Context: an optimization exercise on an open-source flow, tuned for small area, a short achievable clock period and few clock cycles per item. The choices shown serve that exercise and are no tape-out recipe. Only simulation tests tie the RTL to the original design; equivalence was not proved.

Design median_filter_range_scaler, start of the top module:
module median_filter_range_scaler
(
	input  logic                  clk,
	input  logic                  arst_n,
	input  logic                  sample_valid,
	output logic                  sample_ready,
	input  logic [SAMPLE_BITS-1:0] sample,
	output logic                  result_valid,
	input  logic                  result_ready,
	output logic [SAMPLE_BITS-1:0] result_filtered,
	output logic signed [VAL_W-1:0] result_value,
	output logic                  result_valid_res,
	input  logic                  psel,
	input  logic                  penable,
	input  logic                  pwrite,
	input  logic [APB_ADDR_W-1:0] paddr,
	input  logic [APB_DATA_W-1:0] pwdata,
	output logic [APB_DATA_W-1:0] prdata,
	output logic                  pready
);
	localparam int KSTEPS = 2;
	localparam int KXW    = 34;
	localparam int KCYC   = KXW / KSTEPS;
	mfrs_pkg::mfrs_cfg_t cfg_q, cfg_d;
	logic [REG_IDX_W-1:0] reg_idx;
	logic                 cfg_wr;
	assign pready  = 1'b1;
	assign reg_idx = paddr[APB_ADDR_W-1:2];
	assign cfg_wr  = psel && penable && pwrite;
	always_comb begin
		unique case (reg_idx)
			REG_INPUT_LOW:     prdata = APB_DATA_W'(cfg_q.input_low);
			REG_INPUT_HIGH:    prdata = APB_DATA_W'(cfg_q.input_high);
			REG_OUTPUT_LOW:    prdata = APB_DATA_W'(cfg_q.output_low);
			REG_OUTPUT_HIGH:   prdata = APB_DATA_W'(cfg_q.output_high);
			REG_INVERT_ENABLE: prdata = APB_DATA_W'(cfg_q.invert_enable);
			REG_DIGITAL_MODE:  prdata = APB_DATA_W'(cfg_q.digital_mode);
			default:           prdata = '0;
		endcase
	end
	always_comb begin
		cfg_d = cfg_q;
		if (cfg_wr) begin
			unique case (reg_idx)
				REG_INPUT_LOW:     cfg_d.input_low     = pwdata[REG_W-1:0];
				REG_INPUT_HIGH:    cfg_d.input_high    = pwdata[REG_W-1:0];
				REG_OUTPUT_LOW:    cfg_d.output_low    = pwdata[REG_W-1:0];
				REG_OUTPUT_HIGH:   cfg_d.output_high   = pwdata[REG_W-1:0];
  ...
Size: about 2300 cells after synthesis, roughly 260 flip-flops, roughly 110 I/O pins.
Settings: LEC_CHECK=0, CAP_MARGIN=20, CORE_MARGIN=2, CORE_UTILIZATION=55, PLACE_DENSITY=0.75, SETUP_SLACK_MARGIN=3.0, SLEW_MARGIN=20; clock period 7.5 ns.
run.sh (not shown) runs the stock make flow with config.mk's settings and CLKGATE_MAP_FILE= SYNTH_SCRIPT=/design/flow/synth_recipe.tcl, a recipe that flattens the netlist after the stock synthesis.
Testbench counts at the start, summed over its fixed seeds: cycles 4,224, items 3,840.
Change:
--- a/flow/config.mk
+++ b/flow/config.mk
@@ -12 +12 @@
-export SETUP_SLACK_MARGIN = 3.0
+export SETUP_SLACK_MARGIN = 3.3
=> The new run completed with no timing, DRC or antenna violations. Routed wire length rose by a little under a tenth. Hold slack is about the same. Core utilization rose by 3.7 points. Non-clock buffer count rose by 87. Design area rose by a few percent. Synthesized cell count stays the same.
Change:
--- a/flow/config.mk
+++ b/flow/config.mk
@@ -12 +12 @@
-export SETUP_SLACK_MARGIN = 3.3
+export SETUP_SLACK_MARGIN = 2.8
=> Die area stays the same; final area falls by a few percent; cell count falls by a few percent; via count falls by a few percent.
Change:
--- a/flow/config.mk
+++ b/flow/config.mk
@@ -12 +12 @@
-export SETUP_SLACK_MARGIN = 2.8
+export SETUP_SLACK_MARGIN = 2.6
Die area is unchanged.
Routed wire length came out lower by 2.3%.
Setup slack got worse by 0.26 ns.
Final area falls by 0.84%.
Change:
--- a/flow/config.mk
+++ b/flow/config.mk
@@ -12 +12 @@
-export SETUP_SLACK_MARGIN = 2.6
+export SETUP_SLACK_MARGIN = 3.0
@@ -13,0 +14 @@
+export TNS_END_PERCENT = 0
- The changed run went through all stages and came out clean
- non-clock buffer count rises by 35
- synthesized area does not change
- first-iteration DRC count rises by 32%
- worst setup slack improved by 0.17 ns
- global-route usage climbs by 0.19 points
- core utilization climbs by 1.5 points
- maximum frequency rises by 3.6%
- die area does not change
- routed wire length came out higher by 3.1%
Change:
--- a/flow/config.mk
+++ b/flow/config.mk
@@ -10,3 +10,3 @@
-export CORE_UTILIZATION = 55
-export PLACE_DENSITY = 0.75
-export SETUP_SLACK_MARGIN = 3.0
+export CORE_UTILIZATION = 50
+export PLACE_DENSITY = 0.7
+export SETUP_SLACK_MARGIN = 2.8
@@ -14 +13,0 @@
-export TNS_END_PERCENT = 0
What happened: The changed run completed with no timing, DRC or antenna violations; non-clock buffer count goes down by 22; design area is about the same; synthesized area is unchanged; cell count rose slightly; die area rises by roughly a tenth; first-iteration DRC count is lower by a few percent.

## what the ideal ports hide
Ports are ideal in the flow. The routed layouts listed here were re-timed in OpenROAD.
Step 1, drivers: a clkbuf_16 drives clk and a buf_2 each remaining input, both assumed.
Step 2 moves the port delays by t, midway between the first and last clock arrival at a register: inputs arrive t later, outputs are due t later. That takes back most of the time a late clock gives input paths.
Three values: no drivers, after step 1, after step 2; two values: the first two.
| run | shift t [ns] | slack for setup (ns) | slew at the worst register clock pin (ns) |
|---|---|---|---|
| the first run | 0.621 | 3.002 / 3.013 / 2.392 | 0.07 / 0.07 |
| the second run | 0.647 | 3.055 / 3.055 / 2.553 | 0.07 / 0.07 |
| the third run | 0.629 | 2.880 / 2.856 / 2.355 | 0.07 / 0.07 |
| the fourth run | 0.635 | 2.621 / 2.614 / 2.005 | 0.06 / 0.06 |
| the fifth run | 0.631 | 2.788 / 2.821 / 2.190 | 0.07 / 0.07 |
| the sixth run | 0.596 | 2.830 / 2.828 / 2.386 | 0.06 / 0.06 |
After both steps every run listed still meets setup and hold. For the fourth run, which loses most, drivers alone change the setup slack by -0.007 ns; drivers and shift together by -0.616 ns.
